Source: an optimization exercise on an open RTL-to-GDS flow (aim: small area). Production flows keep margins and buffers that such runs may drop. The RTL was checked by simulation tests, not by an equivalence proof against the original design. No activity file was given, so power comes from the tool's default toggle rates.

## flow/design.v (module list and top-level ports; edited modules follow where they fit)
// module sa_fa: 11 lines
// module sa_ha: 10 lines
// module sa_nand2: 8 lines
// module sa_nor2: 8 lines
// module sa_and2: 8 lines
// module sa_or2: 8 lines
// module sa_xnor2: 8 lines
// module systolic_array_4x4: 4580 lines
module systolic_array_4x4
(
    input  logic       clk,
    input  logic       rst,
    input  logic       start_signal,
    input  logic       wen,
    input  logic [7:0] inp_north0,
    input  logic [7:0] inp_north1,
    input  logic [7:0] inp_north2,
    input  logic [7:0] inp_north3,
    input  logic [7:0] inp_west0,
    input  logic [7:0] inp_west1,
    input  logic [7:0] inp_west2,
    input  logic [7:0] inp_west3,
    output logic [4:0] count,
    output logic [7:0] activation_result12,
    output logic [7:0] activation_result13,
    output logic [7:0] activation_result14,
    output logic [7:0] activation_result15
);
  // ...
==> flow/flow/run.sh <==
#!/bin/bash
set -euo pipefail
bash standard.sh \
  'BUFFER_PORTS_ARGS=-buffer_cell sky130_fd_sc_hd__buf_1' \
  'CTS_ARGS=-sink_clustering_enable -repair_clock_nets -buf_list sky130_fd_sc_hd__clkbuf_16 -sink_clustering_size 30 -sink_clustering_max_diameter 100 -dont_use_dummy_load' \
  finish > standard.log 2>&1
==> flow/standard.sh <==
#!/bin/bash
# synth_recipe.tcl (not shown) runs the flow's synth.tcl, then flattens the netlist and writes it again
# the make line also repeats each setting of config.mk as NAME=value (left out here)
make -C /OpenROAD-flow-scripts/flow DESIGN_CONFIG=/design/flow/config.mk WORK_HOME=/design/flow/orfs CLKGATE_MAP_FILE= SYNTH_SCRIPT=/design/flow/synth_recipe.tcl "${@:-finish}"
==> flow/config.mk <==
export PLATFORM = sky130hd
export DESIGN_NAME = systolic_array_4x4
export DESIGN_NICKNAME = systolic_array_4x4
export VERILOG_FILES = /design/flow/design.v
export SDC_FILE = /design/flow/constraint.sdc
export NUM_CORES = 4
export LEC_CHECK = 0
export CAP_MARGIN = 20
export CORE_MARGIN = 2
export CORE_UTILIZATION = 50
export CTS_BUF_LIST = sky130_fd_sc_hd__clkbuf_16
export CTS_CLUSTER_DIAMETER = 100
export CTS_CLUSTER_SIZE = 30
export GPL_TIMING_DRIVEN = 0
export SLEW_MARGIN = 20
export SYNTH_HIERARCHICAL = 1
export SYNTH_MINIMUM_KEEP_SIZE = 0
==> flow/constraint.sdc <==
create_clock -name core_clock -period 7.0 [get_ports {clk}]
set_input_delay 1.4000 -clock core_clock [delete_from_list [all_inputs] [get_ports {clk}]]
set_output_delay 1.4000 -clock core_clock [all_outputs]
set_load 0.01 [all_outputs]
==> reports/metrics.yaml, run 1 <==
outcome:
  outcome: "finished clean"
worst_hold_path:
  holdCritPathClass: "reg -> reg"
floorplanning:
  core_area_um2: 71700
  chipHeight_um: 274
  die_w_um: 274
cells_and_area:
  mostFrequentLayoutCell: "fa_1"
  layout.nets: 4006
  inv_count: 30
  stdcell_area_um2: 38900
  post-route-util_pct: 54.3
  drive_above_1_share_pct: 3.47
  n_all_buffers: 135
  layout-area-overhead-vs-synth_pct: 7.11
pwr:
  pwr-share-comb_pct: 72.9
  p_switching_mw: 8.58
  power.share.sequential_pct: 18.8
  pg_seq_mw: 3.33
  maxPowerGroup: "combinational cells"
  p_leak_nw: 15.9
  combinationalPower_mw: 13.0
logic_synthesis:
  ys.flop_type: "dfxtp_1"
  synth-compound-area-share_pct: 1.79
  yosysTopAreaCell: "fa_1"
placed_design:
  io_buffer_count: 100
  post-place-ws_ps: -248
  routabilityCongestion: 0.987
route:
  m1WireLength_um: 39700
  drtIter0Drc: 1667
  ant_nets: 0
  dr_total_vias: 22200
  dr_wl_met3_um: 8620
setup_path:
  startpoint: "ac2_2[4]"
  path_common_cell: "fa_1"
  criticalPathCategory: "reg -> reg"
clocking:
  cts.path.max_buffers: 3
  hold_buffers: 0
  clkLatencyLatePin_ps: 600
  cts.sinks: 482
global_route:
  overflow: 0
  grtUsageMet1_pct: 37.2
timing:
  worstMarginPinSlew_ps: 951
  fin_crit_sh_pct: 97.5
  slew_headroom_pct: 36.6
  fin_ws_ps: 178
==> run 2, diff against run 1 <==
--- a/flow/config.mk
+++ b/flow/config.mk
@@ -8,5 +8,5 @@
 export CAP_MARGIN = 20
 export CORE_MARGIN = 2
-export CORE_UTILIZATION = 50
+export CORE_UTILIZATION = 35
 export CTS_BUF_LIST = sky130_fd_sc_hd__clkbuf_16
 export CTS_CLUSTER_DIAMETER = 100
==> run 2 against run 1 <==
Effect of this change:
- still clean
- count of clock-buffer cells in the layout increased by 5
- setup slack worse by 37 ps
- clock power is 14% higher
- critical path depth grew 1
==> reports/metrics.yaml, run 2 <==
route:
  dr.pass1.iters: 5
  drt-total-wl_um: 99100
  drc_errors: 0
  wire_per_inst_um: 22.9
  dr_total_vias: 21800  # -1.5%
  viasPerCell: 5.05
  drtIter0Drc: 1739  # +4.3%
  ant_nets: 0  # unchanged
setup_path:
  crit_fanout: 8
  criticalPathCategory: "reg -> reg"
  cp.required_ps: 7500
  cp_data_arrival_time_ps: 7360
  crit_family: "adder cells"
  crit_chain: "nor2_2, fa_1, fa_1, fa_1, fa_1, fa_1, fa_1, fa_1, fa_1, ha_1, fa_1, ha_1, a21o_1, a311oi_1, a2bb2oi_1, a2111oi_4, buf_6, a21oi_2"
  cpPeakStageDelay_ps: 600
  critPathLaunchType: "flip-flop"
  path_common_cell: "fa_1"
  crit_slowest_cell: "edfxtp_1"
  critPathCaptureType: "flip-flop"
  reg2reg_from: "wl20[3]"
  crit_buf_inv: 1
  startpoint: "wl20[3]"
timing:
  finalHoldViolations: 0
  setup_viol_count_final: 0
  worstMarginPinSlew_ps: 1150  # +196 ps
  slew_headroom_pct: 23.6  # -13 points
  fin_skew_ps: 94.7
  fin_crit_sh_pct: 98.0  # +0.53 points
  finalCriticalPeriod_ps: 6860
  drv_slew: 0
  worst_hold_slack_ps: 291
  max_freq_ghz: 0.146
  setup_tns_ps: 0
run:
  drv_cap: 0
logic_synthesis:
  avgSynthCellArea_um2: 13.1
  synth_top_area_share_pct: 50.9
  yosys_warnings: 7
  synth_edf_count: 128
  yosysTopAreaCell: "fa_1"
  synthArstFlopShare_pct: 0
  seq_area_frac_synth_pct: 30.1
  yosysMostFrequentCell: "fa_1"
  synthCells: 2784
  synth_common_cells: "fa_1 (924), nor2_1 (835), dfxtp_1 (354), or2_1 (237), edfxtp_1 (128)"
  ys.flop_type: "dfxtp_1"
  ys_ff_latch: 482
  synth_area_leaders: "fa_1 (51%), dfxtp_1 (19%), edfxtp_1 (11%), nor2_1 (8.6%), or2_1 (4.1%)"
  ys_types: 43
  synth_area_um2: 36300
global_route:
  grt_pass1_wl_um: 152000
  overflow: 0  # unchanged
  grtUsageTotal_pct: 19.1
  antenna_found_initial: 10
  grt_pass1_vias: 24900
  grt_start_max_net_pins: 33
placed_design:
  io_buffer_count: 100  # unchanged
  dp_hpwl_um: 78800
  routabilityCongestion: 0.929  # -5.8%
cells_and_area:
  nFillCells: 9859
  layout.nets: 4015  # +0.22%
  mostFrequentLayoutCell: "fa_1"
  layout-area-overhead-vs-synth_pct: 9.06
  final_cell_mix: "fa_1 (924), nor2_1 (833), dfxtp_1 (326)"
  drive_above_1_share_pct: 4.14  # +0.67 points
floorplanning:
  rows: 118
  die-area_um2: 106000
  core_area_um2: 103000  # +44%
  chipHeight_um: 326  # +19%
  die_w_um: 326  # +19%
  start_util_pct: 35.2
  io_pins: 105
pwr:
  p_per_area_nw_per_um2: 454
  intPower_mw: 9.27
  pwr-share-comb_pct: 72.2  # -0.7 points
  p_leak_nw: 16.0  # +0.52%
  power.share.sequential_pct: 18.5  # -0.3 points
  peakVddDrop_v: 0.000890
  p_switching_mw: 8.71  # +1.4%
  clkPwrFrac_pct: 9.3
  swShare_pct: 48.4
clocking:
  cts_max_level: 1
  cts.path.max_buffers: 3  # unchanged
  clock-root-buffer: "clkbuf_16"
  cts_made_buffers: 30
  cts.sinks: 482  # unchanged
  clk_pin_slew_worst_paths_ps: 110
  clkLatencyLatePin_ps: 680  # +80 ps
  cts_tree: "yes"
worst_hold_path:
  holdCritPathClass: "reg -> reg"
  hp-start: "e2d2[7]"
outcome:
  outcome: "finished clean"
==> run 2: power by group through the flow <==
| stage | Clock (mW) | Combinational [mW] | Sequential (mW) |
|---|---|---|---|
| after floorplan | 0 | 9.30 | 3.22 |
| after CTS | 1.74 | 12.6 | 3.32 |
| after global placement | 0 | 11.9 | 3.39 |
| after global routing | 1.82 | 14.8 | 3.35 |
| after detailed placement | 0 | 12.2 | 3.38 |
| final | 1.67 | 13.0 | 3.32 |
==> run 2: repair_timing <==
action,4_1_cts,5_1_grt
setup buffers,5,24
hold buffers,0,0
gates cloned,0,0
endpoints found under the hold margin,0,0
setup endpoints to repair,14,28
pin swaps,2,1
resized for setup,17,28
==> run 2: per-module statistics from Yosys, one instance, submodules excluded <==
module	flops+latches	copies in the design	area, um2
sa_fa	0	924	20.0
sa_ha	0	64	12.5
sa_nand2	0	16	3.75
sa_nor2	0	800	3.75
sa_or2	0	236	6.26
sa_xnor2	0	4	8.76
systolic_array_4x4	482	1	12500
==> run 2: path summary, 6_finish.rpt <==
check | to | slack, ps | cells past startpoint
min reg2reg | e3d2[7] | 290 | 0
max reg2reg | res0[4] | 140 | 18
min | e3d2[7] | 290 | 0
max | res0[4] | 140 | 18
==> run 2: logic make-up (layout without fill, tap and decap cells) <==
family	after synthesis	after routing	share of synthesized area (%)
fa+ha+maj	997	997	53.4
flops	482	482	30.1
compound gates	81	81	1.79
other cells	1	6	0.0103
mux	1	1	0.0275
simple gates	1167	1167	13.8
buf+inv	38	199	0.434
xor+xnor	17	17	0.410
==> run 2: through the flow <==
stage / utilization [%] / power [mW] / setup WS (ps) / cell area [um2] / cells
detailed placement: 37.3 / 15.6 / -429 / 38500 / 4269
floorplan: - / 12.5 / 757 / 36400 / 2787
global route: 38.4 / 19.9 / -1.49 / 39600 / 4328
finish: 38.4 / 18.0 / 141 / 39600 / 4330
CTS: 38.2 / 17.6 / 0.884 / 39400 / 4304
global placement: 37.3 / 15.3 / -392 / 38500 / 4267
==> run 2: routing by layer <==
metal  track usage (%)  part of all wire (%)  routed length [um]  up-vias
li1                  -                     -                   -     9052
met1              24.6                    39               38800    11600
met2              31.3                    48               47800      925
met3              3.75                   7.1                7020      247
met4              9.01                   5.4                5390        6
met5                 0                 0.038                  38        -
==> run 2: worst reg2reg max path, delay by kind of cell, from the launching register on <==
family          cells  cell delay [ps]
fa+ha+maj          11             4450
compound gates      5             1310
buf+inv             1              170
flops               1              600
simple gates        1              200
==> run 2: final cells by class <==
type | count | area [um2] | share of cell area (%)
Tap cell | 1380 | 1730 | 4.36
Inverter | 30 | 113 | 0.284
Multi-Input combinational cell | 2267 | 25400 | 64.0
Clock buffer | 30 | 751 | 1.89
Sequential cell | 482 | 11000 | 27.7
Antenna cell | 2 | 5.00 | 0.0126
Timing Repair Buffer | 131 | 657 | 1.66
Buffer | 8 | 46.3 | 0.117
==> run 3, diff against run 2 <==
--- a/flow/config.mk
+++ b/flow/config.mk
@@ -8,5 +8,5 @@
 export CAP_MARGIN = 20
 export CORE_MARGIN = 2
-export CORE_UTILIZATION = 35
+export CORE_UTILIZATION = 40
 export CTS_BUF_LIST = sky130_fd_sc_hd__clkbuf_16
 export CTS_CLUSTER_DIAMETER = 100
==> run 3 against run 2 <==
Effect of this change:
- maximum frequency is 1.7% higher
- cell count is 5.3% lower
- clock power is 8% lower
- register-to-register slack better by 110 ps
- sequential cell count stayed put
- critical path depth stayed put
- still clean
- utilization is 5.0 points higher
- clock skew is 28 ps lower
- first-iteration DRC count is 12% lower
- setup slack better by 110 ps
- sequential power hardly changed
- non-clock buffer count is 21 lower
==> reports/metrics.yaml, run 3 <==
outcome:
  outcome: "finished clean"
setup_path:
  crit_fanout: 8  # unchanged
  r2r.worst_path.cells: 18  # unchanged
  critPathCaptureType: "flip-flop"
  critPathLaunchType: "flip-flop"
  criticalPathCategory: "reg -> reg"
  cp_data_arrival_time_ps: 7190  # -170 ps
  cp.required_ps: 7440  # -60 ps
logic_synthesis:
  synth_top_area_share_pct: 50.9  # unchanged
  synth_area_um2: 36300  # unchanged
  synth_area_leaders: "fa_1 (51%), dfxtp_1 (19%), edfxtp_1 (11%), nor2_1 (8.6%), or2_1 (4.1%)"
  yosysTopAreaCell: "fa_1"
  ys_ff_latch: 482  # unchanged
  yosys.area_share.simple_pct: 13.8  # unchanged
  synth_edf_count: 128  # unchanged
  synthArstFlopShare_pct: 0  # unchanged
  synthCells: 2784  # unchanged
  yosys-mux-area-fraction_pct: 0.0275  # unchanged
  synth_fa_ha_area_share_pct: 53.4  # unchanged
  ys.flop_type: "dfxtp_1"
  avgSynthCellArea_um2: 13.1  # unchanged
  synth_top_family_by_area: "adder cells"
  synth_xor_area_share_pct: 0.410  # unchanged
  yosys_warnings: 7  # unchanged
  yosysMostFrequentCell: "fa_1"
  ys_types: 43  # unchanged
  seq_area_frac_synth_pct: 30.1  # unchanged
  synth_common_cells: "fa_1 (924), nor2_1 (835), dfxtp_1 (354), or2_1 (237), edfxtp_1 (128)"
  synth-compound-area-share_pct: 1.79  # unchanged
global_route:
  antenna_found_initial: 8  # -2
  overflow: 0  # unchanged
  grt_pass1_vias: 24400  # -2.1%
  grt_pass1_wl_um: 149000  # -1.8%
  grtUsageTotal_pct: 21.4  # +2.2 points
  grt_start_max_net_pins: 33  # unchanged
placed_design:
  io_buffer_count: 100  # unchanged
  post-place-ws_ps: -294  # +135 ps
  dp_hpwl_um: 78000  # -1.1%
  routabilityCongestion: 0.906  # -2.6%
route:
  wire_per_inst_um: 23.6  # +3.3%
  dr.pass1.iters: 5  # unchanged
  ant_nets: 0  # unchanged
  drc_errors: 0  # unchanged
  dr_total_vias: 21900  # +0.027%
  drtIter0Drc: 1536  # -12%
  drt-total-wl_um: 96900  # -2.1%
  viasPerCell: 5.33  # +5.6%
floorplanning:
  io_pins: 105  # unchanged
  core_area_um2: 90000  # -13%
  die-area_um2: 93300  # -12%
  chipHeight_um: 305  # -6.4%
  start_util_pct: 40.4  # +5.2 points
  die_w_um: 305  # -6.4%
  rows: 110  # -6.8%
timing:
  finalCriticalPeriod_ps: 6750  # -112 ps
  slew_headroom_pct: 30.3  # +6.7 points
  fin_crit_sh_pct: 96.4  # -1.6 points
  worst_hold_slack_ps: 299  # +7.42 ps
  setup_tns_ps: 0  # unchanged
  fin_ws_ps: 254  # +112 ps
  drv_slew: 0  # unchanged
  rsz0062_at_grt: "no"
  finalHoldViolations: 0  # unchanged
  fin_skew_ps: 67.2  # -27.5 ps
  worstMarginPinSlew_ps: 1050  # -101 ps
  setup_viol_count_final: 0  # unchanged
  max_freq_ghz: 0.148  # +1.7%
worst_hold_path:
  holdPathStages: 0  # unchanged
  holdCritPathClass: "reg -> reg"
pwr:
  p_per_area_nw_per_um2: 451  # -0.60%
  design_power_total_mw: 17.6  # -1.9%
  peakVddDrop_v: 0.000901  # +1.3%
  p_leak_nw: 15.8  # -0.89%
cells_and_area:
  nFillCells: 8320  # -16%
  mostFrequentLayoutCell: "fa_1"
  drive_above_1_share_pct: 2.87  # -1.3 points
  seq_area_um2: 11000  # -0.15%
  layout-area-overhead-vs-synth_pct: 7.61
  final_cell_mix: "fa_1 (923), nor2_1 (835), dfxtp_1 (339)"
  multi_input_area_um2: 25400  # about the same
  layout.nets: 3990  # -0.62%
clocking:
  clk_pin_slew_worst_paths_ps: 100  # about the same
  cts.path.max_buffers: 3  # unchanged
  cts.sinks: 482  # unchanged
  cts_tree: "yes"
  cts_max_level: 1  # unchanged
  cts_made_buffers: 26  # -13%
  hold_buffers: 0  # unchanged
  clock-root-buffer: "clkbuf_16"
  clkLatencyLatePin_ps: 630  # -50 ps
run:
  drv_cap: 0  # unchanged
-- run 3: cell counts after synthesis --
No cell type changed its count.
-- run 3: area by class of cell --
class                      instances  share of cell area, %
sequential                       482                   28.0
clock buffer                      26                   1.66
antenna                            3                 0.0192
tap                             1176                   3.76
inverter                          30                  0.288
multi-input combinational       2267                   64.9
buffer                             8                  0.118
timing repair buffer             110                   1.26
-- run 3: through the flow --
stage          cell area, um2  util (%)  instances
2_1_floorplan           36400         -       2787
3_3_place_gp            38200      42.4       4063
3_5_place_dp            38300      42.5       4065
4_1_cts                 39000      43.3       4092
5_1_grt                 39100      43.4       4100
6_report                39100      43.4       4102
-- run 3: logic make-up (layout without fill, tap and decap cells) --
| logic type | Yosys count | after routing |
|---|---|---|
| AO/OA/AOI/OAI | 81 | 81 |
| XOR/XNOR | 17 | 17 |
| adder cells (fa/ha/maj) | 997 | 997 |
| buffers and inverters | 38 | 174 |
| flip-flops | 482 | 482 |
| multiplexers | 1 | 1 |
| other | 1 | 7 |
| AND/OR/NAND/NOR | 1167 | 1167 |
-- run 3: timing repair --
item,4_1_cts,5_1_grt
pin swaps,1,1
gates cloned,0,0
endpoints found under the setup margin,9,28
buffers inserted,1,7
hold endpoints to repair,0,0
gates resized for setup,11,20
-- run 3: layer usage --
metal	GRT usage (%)	share of wire, %	up-vias
met2	35.5	49	900
met3	3.27	6.7	171
li1	-	-	8998
met1	28.9	41	11800
met4	6.98	3.7	4
met5	0	0.028	-
-- run 3: worst max-delay path, cell delays in order, from the launching register on --
cell and delay, ps:
edfxtp_1 580, nor2_1 130, fa_1 590, fa_1 460, fa_1 440, fa_1 450, fa_1 500, fa_2 370
fa_1 420, fa_1 470, ha_1 230, fa_1 360, ha_1 220, ha_1 300, nor4_1 310, nand2_1 170
a2111oi_4 220, buf_6 210, a21oi_2 130
-- run 3: path summary, 6_finish.rpt --
kind | startpoint | to | slack [ps]
max | wl00[3] | res0[3] | 250
min | ac2_1[3] | ac2_2[3] | 300
max reg2reg | wl00[3] | res0[3] | 250
min reg2reg | ac2_1[3] | ac2_2[3] | 300
-- run 3: Yosys stat by module, one instance, submodules excluded --
| module | copies in the design | area (um2) | cells | flops+latches |
|---|---|---|---|---|
| sa_nand2 | 16 | 3.75 | 1 | 0 |
| sa_ha | 64 | 12.5 | 1 | 0 |
| systolic_array_4x4 | 1 | 12500 | 740 | 482 |
| sa_fa | 924 | 20.0 | 1 | 0 |
| sa_xnor2 | 4 | 8.76 | 1 | 0 |
| sa_nor2 | 800 | 3.75 | 1 | 0 |
| sa_or2 | 236 | 6.26 | 1 | 0 |
-- run 3: report_power, final --
| part | leakage (nW) | total [mW] | internal (mW) | switching, mW |
|---|---|---|---|---|
| clock network | 0.320 | 1.53 | 0.659 | 0.873 |
| logic | 11.4 | 12.8 | 5.48 | 7.30 |
| registers | 4.11 | 3.32 | 3.02 | 0.308 |
==> run 4, diff against run 3 <==
==> flow/flow/run.sh (replaced) <==
#!/bin/bash
set -euo pipefail
bash standard.sh \
  'BUFFER_PORTS_ARGS=-buffer_cell sky130_fd_sc_hd__buf_1' \
  'CTS_ARGS=-sink_clustering_enable -repair_clock_nets -buf_list sky130_fd_sc_hd__clkbuf_8 -sink_clustering_size 18 -sink_clustering_max_diameter 60 -dont_use_dummy_load' \
  finish > standard.log 2>&1
==> run 4 against run 3 <==
Effect of this change:
- maximum frequency about the same
- non-clock buffer count down 1
- utilization about the same
- clock skew up 32 ps
- count of clock-buffer cells in the layout up 23
==> reports/metrics.yaml, run 4 <==
pwr:
  design_power_total_mw: 17.5  # -1.0%
  p_leak_nw: 15.9  # +0.18%
  peakVddDrop_v: 0.000904  # +0.33%
  p_per_area_nw_per_um2: 446  # -1.1%
cells_and_area:
  drive_above_1_share_pct: 3.60  # +0.73 points
  stdcell_area_um2: 39100  # about the same
  layout-area-overhead-vs-synth_pct: 7.67  # about the same
  post-route-util_pct: 43.5  # about the same
  final_cells: 4126  # +0.59%
  final_cell_mix: "fa_1 (923), nor2_1 (834), dfxtp_1 (340)"
  mostFrequentLayoutCell: "fa_1"
  nFillCells: 8316  # -0.048%
  layout.nets: 4012  # +0.55%
logic_synthesis:
  yosysTopAreaCell: "fa_1"
  synth_common_cells: "fa_1 (924), nor2_1 (835), dfxtp_1 (354), or2_1 (237), edfxtp_1 (128)"
  yosysMostFrequentCell: "fa_1"
  synth_edf_count: 128  # unchanged
  synth_top_area_share_pct: 50.9  # unchanged
  synthArstFlopShare_pct: 0  # unchanged
  yosys_warnings: 7  # unchanged
  synth_area_leaders: "fa_1 (51%), dfxtp_1 (19%), edfxtp_1 (11%), nor2_1 (8.6%), or2_1 (4.1%)"
  ys.flop_type: "dfxtp_1"
  avgSynthCellArea_um2: 13.1  # unchanged
  ys_types: 43  # unchanged
  ys_ff_latch: 482  # unchanged
  synth_area_um2: 36300  # unchanged
  seq_area_frac_synth_pct: 30.1  # unchanged
  synthCells: 2784  # unchanged
clocking:
  clk_pin_slew_worst_paths_ps: 110  # about the same
  clkLatencyLatePin_ps: 720  # +90 ps
  cts.path.max_buffers: 3  # unchanged
  cts_max_level: 2  # +1
  clock-root-buffer: "clkbuf_8"
  cts.sinks: 482  # unchanged
  cts_made_buffers: 49  # +88%
  cts_tree: "yes"
  hold_buffers: 0  # unchanged
route:
  ant_nets: 0  # unchanged
  viasPerCell: 5.29  # -0.67%
  drtIter0Drc: 1642  # +6.9%
  drc_errors: 0  # unchanged
  wire_per_inst_um: 23.5  # -0.63%
  dr_total_vias: 21800  # -0.092%
  dr.pass1.iters: 5  # unchanged
  drt-total-wl_um: 96900  # about the same
timing:
  worst_hold_slack_ps: 294  # -4.42 ps
  fin_skew_ps: 98.7  # +31.6 ps
  setup_viol_count_final: 0  # unchanged
  fin_crit_sh_pct: 96.3  # about the same
  drv_slew: 0  # unchanged
  slew_headroom_pct: 33.3  # +3.0 points
  finalCriticalPeriod_ps: 6740  # -5.31 ps
  fin_ws_ps: 259  # +5.31 ps
  setup_tns_ps: 0  # unchanged
  max_freq_ghz: 0.148  # about the same
  worstMarginPinSlew_ps: 1000  # -44.7 ps
  finalHoldViolations: 0  # unchanged
floorplanning:
  core_area_um2: 90000  # unchanged
  die_w_um: 305  # unchanged
  rows: 110  # unchanged
  die-area_um2: 93300  # unchanged
  chipHeight_um: 305  # unchanged
  io_pins: 105  # unchanged
  start_util_pct: 40.4  # unchanged
global_route:
  grtUsageTotal_pct: 21.5  # +0.14 points
  antenna_found_initial: 10  # +2
  grt_start_max_net_pins: 33  # unchanged
  grt_pass1_wl_um: 149000  # about the same
  overflow: 0  # unchanged
  grt_pass1_vias: 24500  # +0.38%
worst_hold_path:
  hp-start: "ac2_1[0]"
  whs_endpoint: "ac2_2[0]"
  holdCritPathClass: "reg -> reg"
  holdPathStages: 0  # unchanged
outcome:
  outcome: "finished clean"
setup_path:
  critPathCaptureType: "flip-flop"
  cp.required_ps: 7540  # +100 ps
  reg2reg_to: "res0[0]"
  critPathLaunchType: "flip-flop"
  crit_fanout: 8  # unchanged
  cp_data_arrival_time_ps: 7290  # +100 ps
  reg2reg_from: "wl20[1]"
  r2r.worst_path.cells: 18  # unchanged
  criticalPathCategory: "reg -> reg"
  rrSetupSlack_ps: 260  # about the same
run:
  drv_cap: 0  # unchanged
placed_design:
  dp_hpwl_um: 78000  # unchanged
  routabilityCongestion: 0.906  # unchanged
  dpl-instance-area_um2: 38300  # unchanged
  io_buffer_count: 100  # unchanged
  post-place-ws_ps: -294  # unchanged
  dp.cells: 4065  # unchanged
-- run 4: cell families (layout without fill, tap and decap cells) --
logic type                 after synthesis  in the layout  share of synthesized area [%]
xor gates and xnor gates                17             17                          0.410
adders and majority gates              997            997                           53.4
and+or+nand+nor                       1167           1167                           13.8
AOI/OAI and AO/OA                       81             81                           1.79
DFF                                    482            482                           30.1
other                                    1              9                         0.0103
buffers and inverters                   38            196                          0.434
muxes                                    1              1                         0.0275
-- run 4: worst max path at each step --
stage,startpoint,to,slack (ps),cells past startpoint
final,wl20[1],res0[0],260,18
after global routing,wl10[3],res0[0],-9,18
after CTS,ac1_5[3],res2[4],20,17
after detailed placement,ac3_1[0],res0[3],-290,17
after global placement,ac3_1[0],res0[3],-320,17
after floorplan,wl10[3],res0[0],760,17
-- run 4: power breakdown --
group	switching [mW]	total, mW	internal [mW]
clock	0.890	1.51	0.618
combinational	7.21	12.6	5.41
sequential	0.308	3.33	3.02
-- run 4: critical path: stages (launching register included) --
cell and delay (ps):
edfxtp_1 640, nor2_1 130, fa_1 440, fa_1 540, fa_1 440, fa_1 450, fa_1 500, fa_2 370
fa_1 420, fa_1 470, ha_1 220, fa_1 360, ha_1 220, a21o_1 230, a2111oi_2 360, a31oi_1 110
a2111oi_4 300, buf_6 210, a21oi_2 130
-- run 4: per-layer routing --
metal	share of wire, %	GRT usage, %
met1	41	28.9
met2	49	35.3
met3	6.7	3.88
met4	3.7	7.65
met5	0.076	0
-- run 4: modules after synthesis (local to each module, per instance) --
module / copies in the design / flip-flops and latches / cells
sa_nand2: 16 / 0 / 1
sa_ha: 64 / 0 / 1
sa_or2: 236 / 0 / 1
systolic_array_4x4: 1 / 482 / 740
sa_nor2: 800 / 0 / 1
sa_fa: 924 / 0 / 1
sa_xnor2: 4 / 0 / 1
-- run 4: final cells by class --
| class | count | area, um2 | share of cell area [%] |
|---|---|---|---|
| sequential | 482 | 11000 | 28.0 |
| buffer | 8 | 46.3 | 0.118 |
| timing repair buffer | 109 | 487 | 1.24 |
| multi-input combinational | 2267 | 25400 | 64.8 |
| clock buffer | 49 | 674 | 1.72 |
| inverter | 30 | 113 | 0.288 |
| antenna | 5 | 12.5 | 0.0320 |
| tap | 1176 | 1470 | 3.76 |
-- run 4: what timing repair did --
| action | 4_1_cts | 5_1_grt |
|---|---|---|
| pin swaps | 1 | 2 |
| gates resized for setup | 15 | 17 |
| endpoints found under the setup margin | 12 | 28 |
| buffers inserted | 1 | 6 |
==> run 5, diff against run 4 <==
==> flow/flow/run.sh (replaced) <==
#!/bin/bash
set -euo pipefail
bash standard.sh \
  'BUFFER_PORTS_ARGS=-buffer_cell sky130_fd_sc_hd__buf_1' \
  'CTS_ARGS=-sink_clustering_enable -repair_clock_nets -buf_list sky130_fd_sc_hd__clkbuf_8 -sink_clustering_size 22 -sink_clustering_max_diameter 70 -dont_use_dummy_load' \
  finish > standard.log 2>&1
==> run 5 against run 4 <==
Effect of this change:
- worst hold slack better by 10 ps
- sequential share of layout area rose by 0.079 points
- critical path depth is the same
- critical endpoint unchanged
- synthesized cell count did not move
- non-clock buffer count rose by 1
- utilization fell by 0.12 points
- power is 0.67% lower
- sequential power about the same
- largest cell class unchanged
- global-route usage shrank 0.058 points
- first-iteration DRC count shrank 2.0%
- highest routed layer unchanged
- via count rose by 0.11%
- register-to-register slack about the same
==> reports/metrics.yaml, run 5 <==
cells_and_area:
  layout.nets: 4005  # -0.17%
  final_cell_mix: "fa_1 (923), nor2_1 (833), dfxtp_1 (340)"
  mostFrequentLayoutCell: "fa_1"
  final_cells: 4118  # -0.19%
  post-route-util_pct: 43.4  # -0.12 points
  layout-area-overhead-vs-synth_pct: 7.37
  drive_above_1_share_pct: 3.40  # -0.20 points
timing:
  fin_skew_ps: 72.1  # -26.6 ps
  rsz0062_at_grt: "no"
  slew_headroom_pct: 30.3  # -2.9 points
  setup_viol_count_final: 0  # unchanged
  setup_tns_ps: 0  # unchanged
  finalCriticalPeriod_ps: 6740  # +2.27 ps
  worstMarginPinSlew_ps: 1040  # +43.9 ps
  worst_hold_slack_ps: 305  # +10.5 ps
  finalHoldViolations: 0  # unchanged
  max_freq_ghz: 0.148  # about the same
  fin_crit_sh_pct: 96.3  # about the same
  drv_slew: 0  # unchanged
logic_synthesis:
  yosysTopAreaCell: "fa_1"
  synth_top_area_share_pct: 50.9  # unchanged
  ys_types: 43  # unchanged
  ys.flop_type: "dfxtp_1"
  ys_ff_latch: 482  # unchanged
  seq_area_frac_synth_pct: 30.1  # unchanged
  avgSynthCellArea_um2: 13.1  # unchanged
  synthArstFlopShare_pct: 0  # unchanged
  synth_edf_count: 128  # unchanged
  yosysMostFrequentCell: "fa_1"
  synth_area_leaders: "fa_1 (51%), dfxtp_1 (19%), edfxtp_1 (11%), nor2_1 (8.6%), or2_1 (4.1%)"
  yosys_warnings: 7  # unchanged
  synthCells: 2784  # unchanged
  synth_common_cells: "fa_1 (924), nor2_1 (835), dfxtp_1 (354), or2_1 (237), edfxtp_1 (128)"
  synth_area_um2: 36300  # unchanged
route:
  dr_total_vias: 21900  # +0.11%
  viasPerCell: 5.31  # +0.30%
  dr.pass1.iters: 5  # unchanged
  drt-total-wl_um: 96900  # about the same
  ant_nets: 0  # unchanged
  drc_errors: 0  # unchanged
  drtIter0Drc: 1609  # -2.0%
  wire_per_inst_um: 23.5  # +0.15%
global_route:
  antenna_found_initial: 9  # -1
  grt_start_max_net_pins: 33  # unchanged
  grtUsageTotal_pct: 21.5  # -0.058 points
  grt_pass1_wl_um: 149000  # about the same
  overflow: 0  # unchanged
  grt_pass1_vias: 24500  # +0.053%
floorplanning:
  core_area_um2: 90000  # unchanged
  rows: 110  # unchanged
  die-area_um2: 93300  # unchanged
  io_pins: 105  # unchanged
  start_util_pct: 40.4  # unchanged
  die_w_um: 305  # unchanged
  chipHeight_um: 305  # unchanged
setup_path:
  criticalPathCategory: "reg -> reg"
  cp_data_arrival_time_ps: 7240  # -50 ps
  critPathCaptureType: "flip-flop"
  cp.required_ps: 7500  # -40 ps
  critPathLaunchType: "flip-flop"
  crit_fanout: 8  # unchanged
clocking:
  cts_tree: "yes"
  cts_max_level: 2  # unchanged
  clkLatencyLatePin_ps: 680  # -40 ps
  cts.sinks: 482  # unchanged
  clock-root-buffer: "clkbuf_8"
  hold_buffers: 0  # unchanged
  cts.path.max_buffers: 3  # unchanged
  clk_pin_slew_worst_paths_ps: 120  # about the same
  cts_made_buffers: 41  # -16%
placed_design:
  routabilityCongestion: 0.906  # unchanged
  dp_hpwl_um: 78000  # unchanged
  dp.cells: 4065  # unchanged
  io_buffer_count: 100  # unchanged
pwr:
  peakVddDrop_v: 0.000899  # -0.58%
  p_leak_nw: 15.8  # -0.34%
  p_per_area_nw_per_um2: 444  # -0.39%
outcome:
  outcome: "finished clean"
worst_hold_path:
  holdCritPathClass: "reg -> reg"
run:
  drv_cap: 0  # unchanged
## run 5: cell counts after synthesis
Identical to the previous run, type by type.
## run 5: per-module statistics from Yosys, one instance, submodules excluded, excerpt
| module | flops+latches | times used |
|---|---|---|
| systolic_array_4x4 | 482 | 1 |
| sa_fa | 0 | 924 |
| sa_xnor2 | 0 | 4 |
| sa_or2 | 0 | 236 |
| sa_nand2 | 0 | 16 |
| sa_nor2 | 0 | 800 |
## run 5: cells by family after synthesis
group                      Yosys count  synth area share (%)
AOI/OAI and AO/OA                   81                  1.79
xor gates and xnor gates            17                 0.410
adders and majority gates          997                  53.4
buffers and inverters               38                 0.434
DFF                                482                  30.1
muxes                                1                0.0275
other                                1                0.0103
and+or+nand+nor                   1167                  13.8
## run 5: power by group
group / internal, mW / total (mW) / switching (mW) / leakage (nW)
clock network: 0.523 / 1.40 / 0.874 / 0.295
registers: 3.02 / 3.32 / 0.308 / 4.11
logic: 5.41 / 12.6 / 7.21 / 11.4
## run 5: metal layers
metal	track usage [%]	part of all wire [%]	routed length [um]	up-vias
li1	-	-	-	9029
met1	28.7	41	39500	11800
met2	35.2	48	46800	860
met3	3.67	6.7	6470	198
met4	8.10	4.1	3950	10
met5	0	0.065	63	-
## run 5: final timing paths
check,slack (ps),cells past startpoint,endpoint,startpoint
setup / recovery,260,18,res0[0],wl10[1]
hold / removal,300,0,e2d3[4],e1d3[4]
setup reg to reg,260,18,res0[0],wl10[1]
hold reg to reg,300,0,e2d3[4],e1d3[4]
## run 5: through the flow
stage	instance area (um2)	worst slack, ps	power [mW]
final	39000	257	17.3
after global placement	38200	-318	15.1
after detailed placement	38300	-294	15.3
after floorplan	36400	757	12.5
after global routing	39000	0.959	19.3
after CTS	38900	28.9	16.9
## run 5: critical path, cell delays in order (launching register included)
cell,delay [ps]
edfxtp_1,590
nor2_1,260
fa_1,450
fa_1,440
fa_1,560
fa_1,430
fa_1,410
fa_2,390
fa_1,420
fa_1,470
ha_1,230
fa_1,360
ha_1,220
a21o_1,230
a2111oi_2,360
a31oi_1,110
a2111oi_4,300
buf_6,210
a21oi_2,120
## run 5: what timing repair did
item / CTS / global route
pin swaps: 1 / 1
gates resized for setup: 12 / 20
endpoints found under the setup margin: 12 / 28
buffers inserted: 1 / 7
hold endpoints to repair: 0 / 0
## run 5: layout make-up
cell class	count	area (um2)
fill	8333	51000
multi-input combinational	2267	25400
sequential	482	11000
tap	1176	1470
clock buffer	41	564
timing repair buffer	110	494
inverter	30	113
buffer	8	46.3
antenna	4	10.0

-- separate check: timing with driven ports --
Ports are ideal in the flow. The routed layouts listed here were re-timed in OpenROAD. Step 1, drivers: a clkbuf_16 drives clk and a buf_2 each remaining input, both assumed. Step 2 adds t to the input delays and takes it off the output delays; t is the mean of the earliest and latest rising clock arrival at the registers after step 1. Input paths then give back, and output paths get back, about the clock's delay inside the block. a / b / c = ideal ports / drivers / drivers and shift; a / b = the first two.
| run | shift t [ns] | setup slack, ns | clock arrival spread, ns | worst data-port slew with drivers (ns) |
|---|---|---|---|---|
| run 1 | 0.629 | 0.178 / 0.178 / 0.178 | 0.077 / 0.076 | 0.05 |
| run 2 | 0.696 | 0.141 / 0.141 / 0.141 | 0.096 / 0.095 | 0.08 |
| run 3 | 0.668 | 0.254 / 0.254 / 0.254 | 0.071 / 0.071 | 0.07 |
| run 4 | 0.734 | 0.259 / 0.259 / 0.259 | 0.099 / 0.099 | 0.08 |
| run 5 | 0.704 | 0.257 / 0.257 / 0.257 | 0.081 / 0.081 | 0.09 |
After both steps setup and hold are still met in every run listed.
